Context: an optimization exercise on an open-source flow, tuned for small area, a short achievable clock period and few clock cycles per item. The choices shown serve that exercise and are no tape-out recipe.
In this exercise RTL edits were held to simulation tests only and were not proved equivalent to the original.

==> inputs of run a <==
==> flow/design.v <==
module bch_decoder (
    input  logic       clk,
    input  logic       rst_n,
    input  logic       in_valid,
    input  logic [3:0] in_syndrome,
    output logic       out_valid,
    output logic [3:0] out_location
);
    function automatic logic [1:0] mod3(logic [3:0] x);
        mod3[0] = (x[0] & x[2] & x[3]) | (x[0] & x[1] & x[2]) | (~x[0] & ~x[1] & x[2] & ~x[3]) | (~x[0] & x[1] & ~x[2] & x[3]) | (x[0] & ~x[1] & ~x[2] & ~x[3]);
        mod3[1] = (x[1] & x[2] & x[3]) | (x[0] & x[1] & x[3]) | (x[0] & ~x[1] & x[2] & ~x[3]) | (~x[0] & x[1] & ~x[2] & ~x[3]) | (~x[0] & ~x[1] & ~x[2] & x[3]);
    endfunction
    function automatic logic [1:0] s5_norm(logic [3:0] x);
        s5_norm[0] = (x[2] & x[3]) | (x[0] & x[3]) | (x[1] & ~x[2] & ~x[3]) | (~x[0] & ~x[1] & x[2]);
        s5_norm[1] = (x[2] & x[3]) | (x[1] & x[2]) | (x[0] & ~x[2] & ~x[3]) | (~x[0] & ~x[1] & x[3]);
    endfunction
    function automatic logic [11:0] rel_tab0(logic [4:0] x);
        rel_tab0[0] = (x[0] & ~x[2] & x[3]);
        rel_tab0[1] = (x[0] & ~x[3]);
        rel_tab0[2] = (x[0] & ~x[1] & x[3]);
        rel_tab0[3] = (~x[0] & x[3]);
        rel_tab0[4] = (~x[0]) | (x[1] & ~x[2]);
        rel_tab0[5] = (x[1]) | (x[0] & ~x[2]);
        rel_tab0[6] = (~x[3] & ~x[4]) | (~x[1] & x[2]);
        rel_tab0[7] = (~x[1] & x[3]) | (~x[0] & x[2]);
        rel_tab0[8] = (x[3] & ~x[4]) | (~x[0] & x[2]);
        rel_tab0[9] = (~x[2] & ~x[4]) | (~x[0] & x[2]);
        rel_tab0[10] = (x[0] & ~x[4]) | (~x[3]);
        rel_tab0[11] = (~x[1] & ~x[4]) | (x[2]);
    endfunction
    function automatic logic [11:0] rel_tab1(logic [4:0] x);
        rel_tab1[0] = (x[1] & x[3]) | (x[2] & ~x[3]);
        rel_tab1[1] = (x[1]) | (~x[2]);
        rel_tab1[2] = (x[0] & x[3] & ~x[4]) | (~x[1] & ~x[2] & ~x[4]);
        rel_tab1[3] = (~x[3] & x[4]) | (~x[1] & x[3]) | (x[1] & x[2] & ~x[3]);
        rel_tab1[4] = (~x[0] & ~x[1]) | (x[0] & ~x[2]);
        rel_tab1[5] = (x[1] & x[2] & x[3]) | (x[4]) | (x[0] & ~x[1]) | (x[0] & ~x[2]);
        rel_tab1[6] = (~x[0] & x[2]) | (x[1] & ~x[2]) | (x[2] & ~x[3]);
        rel_tab1[7] = (x[1] & x[2]) | (~x[1] & ~x[2]) | (~x[1] & x[3]);
        rel_tab1[8] = (x[1] & ~x[4]);
        rel_tab1[9] = (~x[1] & ~x[2]) | (x[0] & x[1] & ~x[3]) | (~x[0] & x[2] & x[3]);
        rel_tab1[10] = (x[0] & x[2]) | (x[2] & x[3]) | (x[4]) | (~x[0] & x[1] & ~x[3]);
        rel_tab1[11] = (x[2]) | (~x[1]) | (x[3]) | (x[0]);
    endfunction
    function automatic logic [11:0] rel_tab2(logic [4:0] x);
        rel_tab2[0] = (x[1] & x[3]) | (~x[0] & ~x[1] & ~x[3]) | (x[0] & ~x[2]);
        rel_tab2[1] = (x[1] & ~x[2] & ~x[3]) | (~x[0] & ~x[1] & x[2]) | (x[0] & x[3] & ~x[4]);
        rel_tab2[2] = (~x[1] & ~x[3]) | (x[4]) | (x[2] & ~x[3]) | (~x[0] & ~x[3]);
        rel_tab2[3] = 1'b0;
        rel_tab2[4] = (~x[1] & ~x[4]) | (x[0] & x[3]) | (~x[0] & ~x[2] & ~x[4]);
        rel_tab2[5] = (x[4]) | (~x[0] & x[1] & x[3]) | (x[0] & ~x[1]) | (~x[1] & ~x[2]) | (x[0] & ~x[2]);
        rel_tab2[6] = (x[4]) | (x[1] & ~x[2] & ~x[3]) | (x[0] & ~x[1]) | (x[0] & x[3]);
        rel_tab2[7] = (~x[0] & ~x[2] & ~x[4]) | (~x[0] & ~x[1] & x[2]) | (x[1] & x[2] & ~x[3]);
        rel_tab2[8] = (x[4]) | (~x[0] & x[1] & ~x[2]) | (~x[0] & x[2] & ~x[3]);
        rel_tab2[9] = (x[2] & ~x[3]) | (~x[0] & ~x[3] & ~x[4]) | (~x[0] & x[1] & x[2]);
        rel_tab2[10] = (~x[1] & ~x[4]) | (x[0] & x[3]) | (~x[0] & ~x[2] & ~x[4]);
        rel_tab2[11] = 1'b1;
    endfunction
    function automatic logic [11:0] rel_tab3(logic [4:0] x);
        rel_tab3[0] = (x[1] & x[3]) | (x[0] & ~x[2]) | (x[0] & x[1]) | (~x[0] & ~x[1] & x[2] & ~x[3]);
        rel_tab3[1] = (~x[0] & ~x[2]) | (x[0] & ~x[1]) | (~x[1] & ~x[3]);
        rel_tab3[2] = (~x[0] & x[3]) | (x[0] & x[4]) | (x[1] & x[2] & ~x[3] & ~x[4]);
        rel_tab3[3] = (~x[2] & x[4]) | (~x[0] & x[1] & ~x[3] & ~x[4]);
        rel_tab3[4] = (x[0] & ~x[3]) | (x[4]);
        rel_tab3[5] = (~x[1] & x[2]) | (x[0] & ~x[1]) | (~x[0] & x[2] & ~x[4]);
        rel_tab3[6] = (x[2] & x[3]) | (x[4]) | (~x[0] & x[1] & ~x[3]);
        rel_tab3[7] = (~x[2]) | (~x[0] & ~x[1] & ~x[3]) | (x[0] & x[1] & ~x[3]);
        rel_tab3[8] = (x[2] & ~x[4]) | (~x[1]);
        rel_tab3[9] = (~x[0] & x[2]) | (~x[2] & ~x[3]) | (x[0] & x[3]);
        rel_tab3[10] = (x[1] & ~x[4]) | (x[0]) | (~x[2]);
        rel_tab3[11] = (~x[3]) | (~x[1]) | (x[0]) | (~x[2]);
    endfunction
    function automatic logic wraps(logic [3:0] a, logic [3:0] b);
        logic [3:0] g, p;
        g = a & b;
        p = a | b;
        wraps = g[3] | (p[3] & g[2]) | (p[3] & p[2] & g[1]) | (p[3] & p[2] & p[1] & g[0]) | (&p);
    endfunction
    function automatic logic [3:0] add4(logic [3:0] a, logic [3:0] b, logic ci);
        logic [3:0] g, p, c;
        g = a & b;
        p = a | b;
        c[0] = ci;
        c[1] = g[0] | (p[0] & ci);
        c[2] = g[1] | (p[1] & g[0]) | (p[1] & p[0] & ci);
        c[3] = g[2] | (p[2] & g[1]) | (p[2] & p[1] & g[0]) | (p[2] & p[1] & p[0] & ci);
        add4 = a ^ b ^ c;
    endfunction
    function automatic logic [3:0] addm15(logic [3:0] a, logic [3:0] b);
        logic [4:0] s;
        s = {1'b0, a} + {1'b0, b} + 5'd1;
        addm15 = s[4] ? s[3:0] : s[3:0] - 4'd1;
    endfunction
    logic [2:0]  cnt;
    logic        last;      
    logic        show;      
    logic [1:0]  k;         
    assign last = in_valid && cnt == 3'd5;
    assign show = last || cnt[2:1] == 2'b11;
    assign k    = {cnt[1] & cnt[0], cnt[1] & ~cnt[0]};  
    always_ff @(posedge clk or negedge rst_n) begin
        if (!rst_n) begin
            cnt <= '0;
        end else begin
            case (cnt)
                3'd0: if (in_valid) cnt <= 3'd1;
                3'd1: if (in_valid) cnt <= 3'd2;
                3'd2: if (in_valid) cnt <= 3'd3;
                3'd3: if (in_valid) cnt <= 3'd4;
                3'd4: if (in_valid) cnt <= 3'd5;
                3'd5: if (in_valid) cnt <= 3'd6;
                3'd6: cnt <= 3'd7;
                default: cnt <= 3'd0;
            endcase
        end
    end
    logic [3:0]  ra;        
    logic [3:0]  rb;        
    logic        flag;      
    logic [1:0]  rm;        
    logic [11:0] rel;       
    logic [3:0]  rot4, k3;
    logic [3:0]  s5sel;     
    logic [11:0] relk;      
    always_comb begin
        logic [3:0] k;
        rot4 = (&ra) ? {rb[2:0], rb[3]} : ra;
        k    = (&rb) ? 4'd15 : addm15(rb, ~addm15(rot4, {rot4[2:0], rot4[3]}));
        k3   = {k[3], ~k[0], ~k[2], k[1]};
    end
    always_comb begin
        logic [1:0] s5n;
        s5n   = s5_norm({in_syndrome[1:0], rm});
        s5sel = {s5n == 2'd3, s5n == 2'd2, s5n == 2'd1, s5n == 2'd0};
        relk  = ({12{s5sel[0]}} & rel_tab0({flag, rb}))
              | ({12{s5sel[1]}} & rel_tab1({flag, rb}))
              | ({12{s5sel[2]}} & rel_tab2({flag, rb}))
              | ({12{s5sel[3]}} & rel_tab3({flag, rb}));
    end
    always_ff @(posedge clk) begin
        if (in_valid) begin
            case (cnt)
                3'd0: ra <= in_syndrome;
                3'd2: rb <= in_syndrome;
                3'd3: begin
                    flag <= &ra;
                    ra   <= rot4;
                    rb   <= k3;
                    rm   <= mod3(rot4);
                end
                3'd4: rel <= relk;
                default: ;
            endcase
        end
    end
    logic [3:0]  r0, r1, r2, r;
    logic        v0, v1, v2, w0, w1, w2, ws, none;
    logic [2:0]  sel;      
    logic [3:0]  loc;
    always_comb begin
        r0 = rel[3:0];
        r1 = rel[7:4];
        r2 = rel[11:8];
        v0 = ~&r0;
        v1 = ~&r1;
        v2 = ~&r2;
        w0 = v0 & wraps(r0, ra);
        w1 = v1 & wraps(r1, ra);
        w2 = v2 & wraps(r2, ra);
        sel = 3'b000;
        case ({v2, v1, v0})
            3'b111: begin  
                case ({w2, w1, w0})
                    3'b111, 3'b000: sel = (k == 2'd0) ? 3'b001 : (k == 2'd1) ? 3'b010 : 3'b100;
                    3'b110:         sel = (k == 2'd0) ? 3'b010 : (k == 2'd1) ? 3'b100 : 3'b001;
                    default:        sel = (k == 2'd0) ? 3'b100 : (k == 2'd1) ? 3'b001 : 3'b010;
                endcase
            end
            3'b011: begin  
                if (w1 && !w0) sel = (k == 2'd0) ? 3'b010 : (k == 2'd1) ? 3'b001 : 3'b000;
                else           sel = (k == 2'd0) ? 3'b001 : (k == 2'd1) ? 3'b010 : 3'b000;
            end
            3'b001: sel = (k == 2'd0) ? 3'b001 : 3'b000;
            default: sel = 3'b000;
        endcase
        r    = ({4{sel[0]}} & r0) | ({4{sel[1]}} & r1) | ({4{sel[2]}} & r2);
        ws   = (sel[0] & w0) | (sel[1] & w1) | (sel[2] & w2);
        none = ~|sel;
        loc  = add4(r, ra, ws) | {4{none}};
    end
    always_ff @(posedge clk or negedge rst_n) begin
        if (!rst_n) begin
            out_valid    <= 1'b0;
            out_location <= '0;
        end else begin
            out_valid    <= show;
            out_location <= show ? loc : 4'd0;
        end
    end
endmodule
==> flow/flow/run.sh <==
#!/bin/bash
# Own layout flow: the standard synthesis, then the combinational cells re-mapped by Yosys/ABC
# (every flip-flop kept as the standard synthesis made it: same instances, names and cell types),
# then the standard layout steps, with timing repair aimed past the 10 ns clock.
# Each tool's output goes to a log file of its own in the work folder.
set -euo pipefail
WORK=$(pwd)
R=$WORK/orfs/results/$FLOW_PLATFORM/bch_decoder/base
YOSYS=$FLOW_HOME/../tools/install/yosys/bin/yosys
LIB=$FLOW_HOME/platforms/$FLOW_PLATFORM/lib/sky130_fd_sc_hd__tt_025C_1v80.lib

# 1. standard synthesis
bash standard.sh synth > "$WORK/log_1_synth.txt" 2>&1

# 2. re-map the combinational logic
cp "$R/1_2_yosys.v" "$WORK/standard_synth.v"
sed -e "s#@LIB@#$LIB#g" -e "s#@IN@#$WORK/standard_synth.v#g" -e "s#@OUT@#$R/1_2_yosys.v#g" \
    -e "s#@ABC@#$WORK/flow/remap.abc#g" "$WORK/flow/remap.ys" > "$WORK/remap.ys"
"$YOSYS" -s "$WORK/remap.ys" > "$WORK/log_2_remap.txt" 2>&1
rm -f "$R/1_synth.odb" "$R/1_synth.sdc"
bash standard.sh synth > "$WORK/log_3_synth_odb.txt" 2>&1

# 3. standard layout steps
bash standard.sh SETUP_SLACK_MARGIN=6 "BUFFER_PORTS_ARGS=-buffer_cell sky130_fd_sc_hd__buf_2" finish \
    > "$WORK/log_4_layout.txt" 2>&1
==> flow/flow/remap.abc <==
strash
&get -n
&fraig -x
&put
dc2
strash
&get -n
&dch -f
&nf -D 2500
&put
==> flow/flow/remap.ys <==
# Re-map the combinational cells of the standard synthesis; flip-flops stay as they are.
read_liberty -ignore_miss_func @LIB@
read_verilog @IN@
hierarchy -top bch_decoder
setattr -mod -set blackbox 1 sky130_fd_sc_hd__*df* sky130_fd_sc_hd__*dl* sky130_fd_sc_hd__*sdf*
flatten
opt_clean -purge
abc -liberty @LIB@ -script @ABC@ -dont_use sky130_fd_sc_hd__probe_p_8 -dont_use sky130_fd_sc_hd__probec_p_8 -dont_use *lpflow*
opt_clean -purge
setundef -zero
hilomap -singleton -hicell sky130_fd_sc_hd__conb_1 HI -locell sky130_fd_sc_hd__conb_1 LO
splitnets
opt_clean -purge
insbuf -buf sky130_fd_sc_hd__buf_4 A X
stat -liberty @LIB@
write_verilog -noattr -nohex -nodec @OUT@
==> flow/standard.sh <==
#!/bin/bash
# synth_recipe.tcl (not shown) runs the flow's synth.tcl, then flattens the netlist and writes it again
# the make line also repeats each setting of config.mk as NAME=value (left out here)
make -C /OpenROAD-flow-scripts/flow DESIGN_CONFIG=/design/flow/config.mk WORK_HOME=/design/flow/orfs CLKGATE_MAP_FILE= SYNTH_SCRIPT=/design/flow/synth_recipe.tcl "${@:-finish}"
==> flow/config.mk <==
export PLATFORM = sky130hd
export DESIGN_NAME = bch_decoder
export DESIGN_NICKNAME = bch_decoder
export VERILOG_FILES = /design/flow/design.v
export SDC_FILE = /design/flow/constraint.sdc
export NUM_CORES = 4
export LEC_CHECK = 0
export ABC_AREA = 1
export CAP_MARGIN = 20
export CORE_MARGIN = 2
export CORE_UTILIZATION = 40
export SLEW_MARGIN = 20
==> flow/constraint.sdc <==
create_clock -name core_clock -period 10.0 [get_ports {clk}]
set_input_delay 2.0000 -clock core_clock [delete_from_list [all_inputs] [get_ports {clk}]]
set_output_delay 2.0000 -clock core_clock [all_outputs]
set_load 0.01 [all_outputs]
==> run b (differences from run a) <==
--- a/flow/design.v
+++ b/flow/design.v
@@ -8,9 +8,6 @@
 );
-    function automatic logic [1:0] mod3(logic [3:0] x);
-        mod3[0] = (x[0] & x[2] & x[3]) | (x[0] & x[1] & x[2]) | (~x[0] & ~x[1] & x[2] & ~x[3]) | (~x[0] & x[1] & ~x[2] & x[3]) | (x[0] & ~x[1] & ~x[2] & ~x[3]);
-        mod3[1] = (x[1] & x[2] & x[3]) | (x[0] & x[1] & x[3]) | (x[0] & ~x[1] & x[2] & ~x[3]) | (~x[0] & x[1] & ~x[2] & ~x[3]) | (~x[0] & ~x[1] & ~x[2] & x[3]);
-    endfunction
-    function automatic logic [1:0] s5_norm(logic [3:0] x);
-        s5_norm[0] = (x[2] & x[3]) | (x[0] & x[3]) | (x[1] & ~x[2] & ~x[3]) | (~x[0] & ~x[1] & x[2]);
-        s5_norm[1] = (x[2] & x[3]) | (x[1] & x[2]) | (x[0] & ~x[2] & ~x[3]) | (~x[0] & ~x[1] & x[3]);
+    function automatic logic [2:0] m3hot(logic [3:0] x);
+        m3hot[0] = (x[0] & ~x[1] & ~x[2] & x[3]) | (~x[0] & x[1] & x[2] & ~x[3]) | (~x[0] & ~x[1] & ~x[2] & ~x[3]) | (~x[0] & ~x[1] & x[2] & x[3]) | (x[0] & x[1] & ~x[2] & ~x[3]);
+        m3hot[1] = (x[0] & x[2] & x[3]) | (x[0] & x[1] & x[2]) | (~x[0] & ~x[1] & x[2] & ~x[3]) | (~x[0] & x[1] & ~x[2] & x[3]) | (x[0] & ~x[1] & ~x[2] & ~x[3]);
+        m3hot[2] = (x[1] & x[2] & x[3]) | (x[0] & x[1] & x[3]) | (x[0] & ~x[1] & x[2] & ~x[3]) | (~x[0] & x[1] & ~x[2] & ~x[3]) | (~x[0] & ~x[1] & ~x[2] & x[3]);
     endfunction
@@ -117,6 +114,6 @@
     logic [3:0]  ra;        
+    logic [11:0] rel;       
     logic [3:0]  rb;        
     logic        flag;      
-    logic [1:0]  rm;        
-    logic [11:0] rel;       
+    logic [2:0]  rm;        
     logic [3:0]  rot4, k3;
@@ -124,2 +121,5 @@
     logic [11:0] relk;      
+    assign rb   = rel[3:0];
+    assign flag = rel[4];
+    assign rm   = rel[7:5];
     always_comb begin
@@ -130,10 +130,17 @@
     end
+    logic [11:0] relt0, relt1, relt2, relt3;
+    assign relt0 = rel_tab0({flag, rb});
+    assign relt1 = rel_tab1({flag, rb});
+    assign relt2 = rel_tab2({flag, rb});
+    assign relt3 = rel_tab3({flag, rb});
     always_comb begin
-        logic [1:0] s5n;
-        s5n   = s5_norm({in_syndrome[1:0], rm});
-        s5sel = {s5n == 2'd3, s5n == 2'd2, s5n == 2'd1, s5n == 2'd0};
-        relk  = ({12{s5sel[0]}} & rel_tab0({flag, rb}))
-              | ({12{s5sel[1]}} & rel_tab1({flag, rb}))
-              | ({12{s5sel[2]}} & rel_tab2({flag, rb}))
-              | ({12{s5sel[3]}} & rel_tab3({flag, rb}));
+        logic [3:0] d;      
+        d     = {in_syndrome[1:0] == 2'd3, in_syndrome[1:0] == 2'd2,
+                 in_syndrome[1:0] == 2'd1, in_syndrome[1:0] == 2'd0};
+        s5sel = {d[3],
+                 (rm[0] & d[2]) | (rm[1] & d[0]) | (rm[2] & d[1]),
+                 (rm[0] & d[1]) | (rm[1] & d[2]) | (rm[2] & d[0]),
+                 (rm[0] & d[0]) | (rm[1] & d[1]) | (rm[2] & d[2])};
+        relk  = ({12{s5sel[0]}} & relt0) | ({12{s5sel[1]}} & relt1)
+              | ({12{s5sel[2]}} & relt2) | ({12{s5sel[3]}} & relt3);
     end
@@ -143,8 +150,8 @@
                 3'd0: ra <= in_syndrome;
-                3'd2: rb <= in_syndrome;
+                3'd2: rel[3:0] <= in_syndrome;
                 3'd3: begin
-                    flag <= &ra;
-                    ra   <= rot4;
-                    rb   <= k3;
-                    rm   <= mod3(rot4);
+                    ra       <= rot4;
+                    rel[3:0] <= k3;
+                    rel[4]   <= &ra;
+                    rel[7:5] <= m3hot(rot4);
                 end
==> flow/flow/run.sh (replaced) <==
#!/bin/bash
# Own layout flow: the standard synthesis, then the combinational cells re-synthesised and
# re-mapped by Yosys/ABC (every flip-flop kept exactly as the standard synthesis made it: same
# instances, names and cell types; checked below), then the standard layout steps, with
# timing repair aimed past the 10 ns clock and buf_2 port buffers.
# Each tool's output goes to a log file of its own in the work folder.
set -euo pipefail
WORK=$(pwd)
R=$WORK/orfs/results/$FLOW_PLATFORM/bch_decoder/base
YOSYS=$FLOW_HOME/../tools/install/yosys/bin/yosys
LIB=$FLOW_HOME/platforms/$FLOW_PLATFORM/lib/sky130_fd_sc_hd__tt_025C_1v80.lib

# 1. standard synthesis
bash standard.sh synth > "$WORK/log_1_synth.txt" 2>&1

# 2. re-synthesise the combinational logic; keep the standard netlist if the flip-flops differ
cp "$R/1_2_yosys.v" "$WORK/standard_synth.v"
sed -e "s#@LIB@#$LIB#g" -e "s#@IN@#$WORK/standard_synth.v#g" -e "s#@OUT@#$WORK/remapped.v#g" \
    -e "s#@ABC@#$WORK/flow/remap.abc#g" "$WORK/flow/remap.ys" > "$WORK/remap.ys"
if "$YOSYS" -s "$WORK/remap.ys" > "$WORK/log_2_remap.txt" 2>&1 \
   && python3 "$WORK/flow/flops.py" "$WORK/standard_synth.v" "$WORK/remapped.v" > "$WORK/log_2_flops.txt" 2>&1; then
  cp "$WORK/remapped.v" "$R/1_2_yosys.v"
  rm -f "$R/1_synth.odb" "$R/1_synth.sdc"
  bash standard.sh synth > "$WORK/log_3_synth_odb.txt" 2>&1
fi

# 3. standard layout steps
bash standard.sh SETUP_SLACK_MARGIN=6 "BUFFER_PORTS_ARGS=-buffer_cell sky130_fd_sc_hd__buf_2" finish \
    > "$WORK/log_4_layout.txt" 2>&1
==> flow/flow/flops.py (new file) <==
# flops.py A.v B.v: exit 0 if both netlists hold the same flip-flops (instance name, cell type)
import re, sys
def flops(path):
    s = open(path).read()
    return sorted(re.findall(r"^\s*(sky130_fd_sc_hd__\w*df\w*)\s+(\S+)\s*\(", s, re.M))
a, b = flops(sys.argv[1]), flops(sys.argv[2])
print(len(a), len(b), "same" if a == b else "DIFFERENT")
sys.exit(0 if a == b and a else 1)
==> flow/flow/remap.abc (replaced) <==
strash
&get -n
&deepsyn -T 60
&put
strash
&get -n
&dch -f
&nf -D 2500
&put
==> run c (differences from run a) <==
--- a/flow/design.v
+++ b/flow/design.v
@@ -117,2 +117,3 @@
     logic [3:0]  ra;        
+    logic [11:0] rel;       
     logic [3:0]  rb;        
@@ -120,3 +121,2 @@
     logic [1:0]  rm;        
-    logic [11:0] rel;       
     logic [3:0]  rot4, k3;
@@ -124,2 +124,5 @@
     logic [11:0] relk;      
+    assign rb   = rel[3:0];
+    assign flag = rel[4];
+    assign rm   = rel[6:5];
     always_comb begin
@@ -143,8 +146,8 @@
                 3'd0: ra <= in_syndrome;
-                3'd2: rb <= in_syndrome;
+                3'd2: rel[3:0] <= in_syndrome;
                 3'd3: begin
-                    flag <= &ra;
-                    ra   <= rot4;
-                    rb   <= k3;
-                    rm   <= mod3(rot4);
+                    ra       <= rot4;
+                    rel[3:0] <= k3;
+                    rel[4]   <= &ra;
+                    rel[6:5] <= mod3(rot4);
                 end
==> flow/flow/run.sh (replaced) <==
#!/bin/bash
# Own layout flow: the standard synthesis, then the combinational cells re-synthesised and
# re-mapped by Yosys/ABC (every flip-flop kept exactly as the standard synthesis made it: same
# instances, names and cell types; checked below), then the standard layout steps, with
# timing repair aimed past the 10 ns clock and buf_2 port buffers.
# Each tool's output goes to a log file of its own in the work folder.
set -euo pipefail
WORK=$(pwd)
R=$WORK/orfs/results/$FLOW_PLATFORM/bch_decoder/base
YOSYS=$FLOW_HOME/../tools/install/yosys/bin/yosys
LIB=$FLOW_HOME/platforms/$FLOW_PLATFORM/lib/sky130_fd_sc_hd__tt_025C_1v80.lib

# 1. standard synthesis
bash standard.sh synth > "$WORK/log_1_synth.txt" 2>&1

# 2. re-synthesise the combinational logic; keep the standard netlist if the flip-flops differ
cp "$R/1_2_yosys.v" "$WORK/standard_synth.v"
sed -e "s#@LIB@#$LIB#g" -e "s#@IN@#$WORK/standard_synth.v#g" -e "s#@OUT@#$WORK/remapped.v#g" \
    -e "s#@ABC@#$WORK/flow/remap.abc#g" "$WORK/flow/remap.ys" > "$WORK/remap.ys"
if "$YOSYS" -s "$WORK/remap.ys" > "$WORK/log_2_remap.txt" 2>&1 \
   && python3 "$WORK/flow/flops.py" "$WORK/standard_synth.v" "$WORK/remapped.v" > "$WORK/log_2_flops.txt" 2>&1; then
  cp "$WORK/remapped.v" "$R/1_2_yosys.v"
  rm -f "$R/1_synth.odb" "$R/1_synth.sdc"
  bash standard.sh synth > "$WORK/log_3_synth_odb.txt" 2>&1
fi

# 3. standard layout steps
bash standard.sh SETUP_SLACK_MARGIN=6 "BUFFER_PORTS_ARGS=-buffer_cell sky130_fd_sc_hd__buf_2" finish \
    > "$WORK/log_4_layout.txt" 2>&1
==> flow/flow/flops.py (new file) <==
# flops.py A.v B.v: exit 0 if both netlists hold the same flip-flops (instance name, cell type)
import re, sys
def flops(path):
    s = open(path).read()
    return sorted(re.findall(r"^\s*(sky130_fd_sc_hd__\w*df\w*)\s+(\S+)\s*\(", s, re.M))
a, b = flops(sys.argv[1]), flops(sys.argv[2])
print(len(a), len(b), "same" if a == b else "DIFFERENT")
sys.exit(0 if a == b and a else 1)
==> flow/flow/remap.abc (replaced) <==
strash
&get -n
&deepsyn -T 60
&put
strash
&get -n
&dch -f
&nf -D 2500
&put
==> notes <==
In flip-flop and latch count, run b and run c do not differ. The lowest cell count belongs to run c, the highest to run a. In non-clock buffer count, run b and run c do not differ. The lowest sequential share of layout area belongs to run b, the highest to run a.
Testbench counts of run a, summed over its fixed seeds: cycles 19,200, blocks 2,400.
Testbench counts of run b, summed over its fixed seeds: cycles 19,200, blocks 2,400.
Testbench counts of run c, summed over its fixed seeds: cycles 19,200, blocks 2,400.

-- static timing again, ports no longer ideal --
The results above use ideal ports. As a check the final layouts listed here were re-extracted and re-timed, cells and wires unchanged.
Step 1, drivers: a clkbuf_16 drives clk and a buf_2 each remaining input, both assumed.
Step 2 adds t to the input delays and takes it off the output delays; t is the mean of the earliest and latest rising clock arrival at the registers after step 1. Input paths then give back, and output paths get back, about the clock's delay inside the block.
Three values: ideal, step 1, step 2; two values: the first two.
run | t (ns) | slack for setup (ns) | worst data-port slew with drivers (ns)
run a | 0.310 | 6.331 / 6.340 / 6.030 | 0.03
run b | 0.299 | 6.241 / 6.243 / 5.944 | 0.03
run c | 0.297 | 6.105 / 6.116 / 5.818 | 0.03
After both steps setup and hold are still met in every run listed. For run a, which loses most, drivers alone change the setup slack by +0.009 ns; drivers and shift together by -0.301 ns.
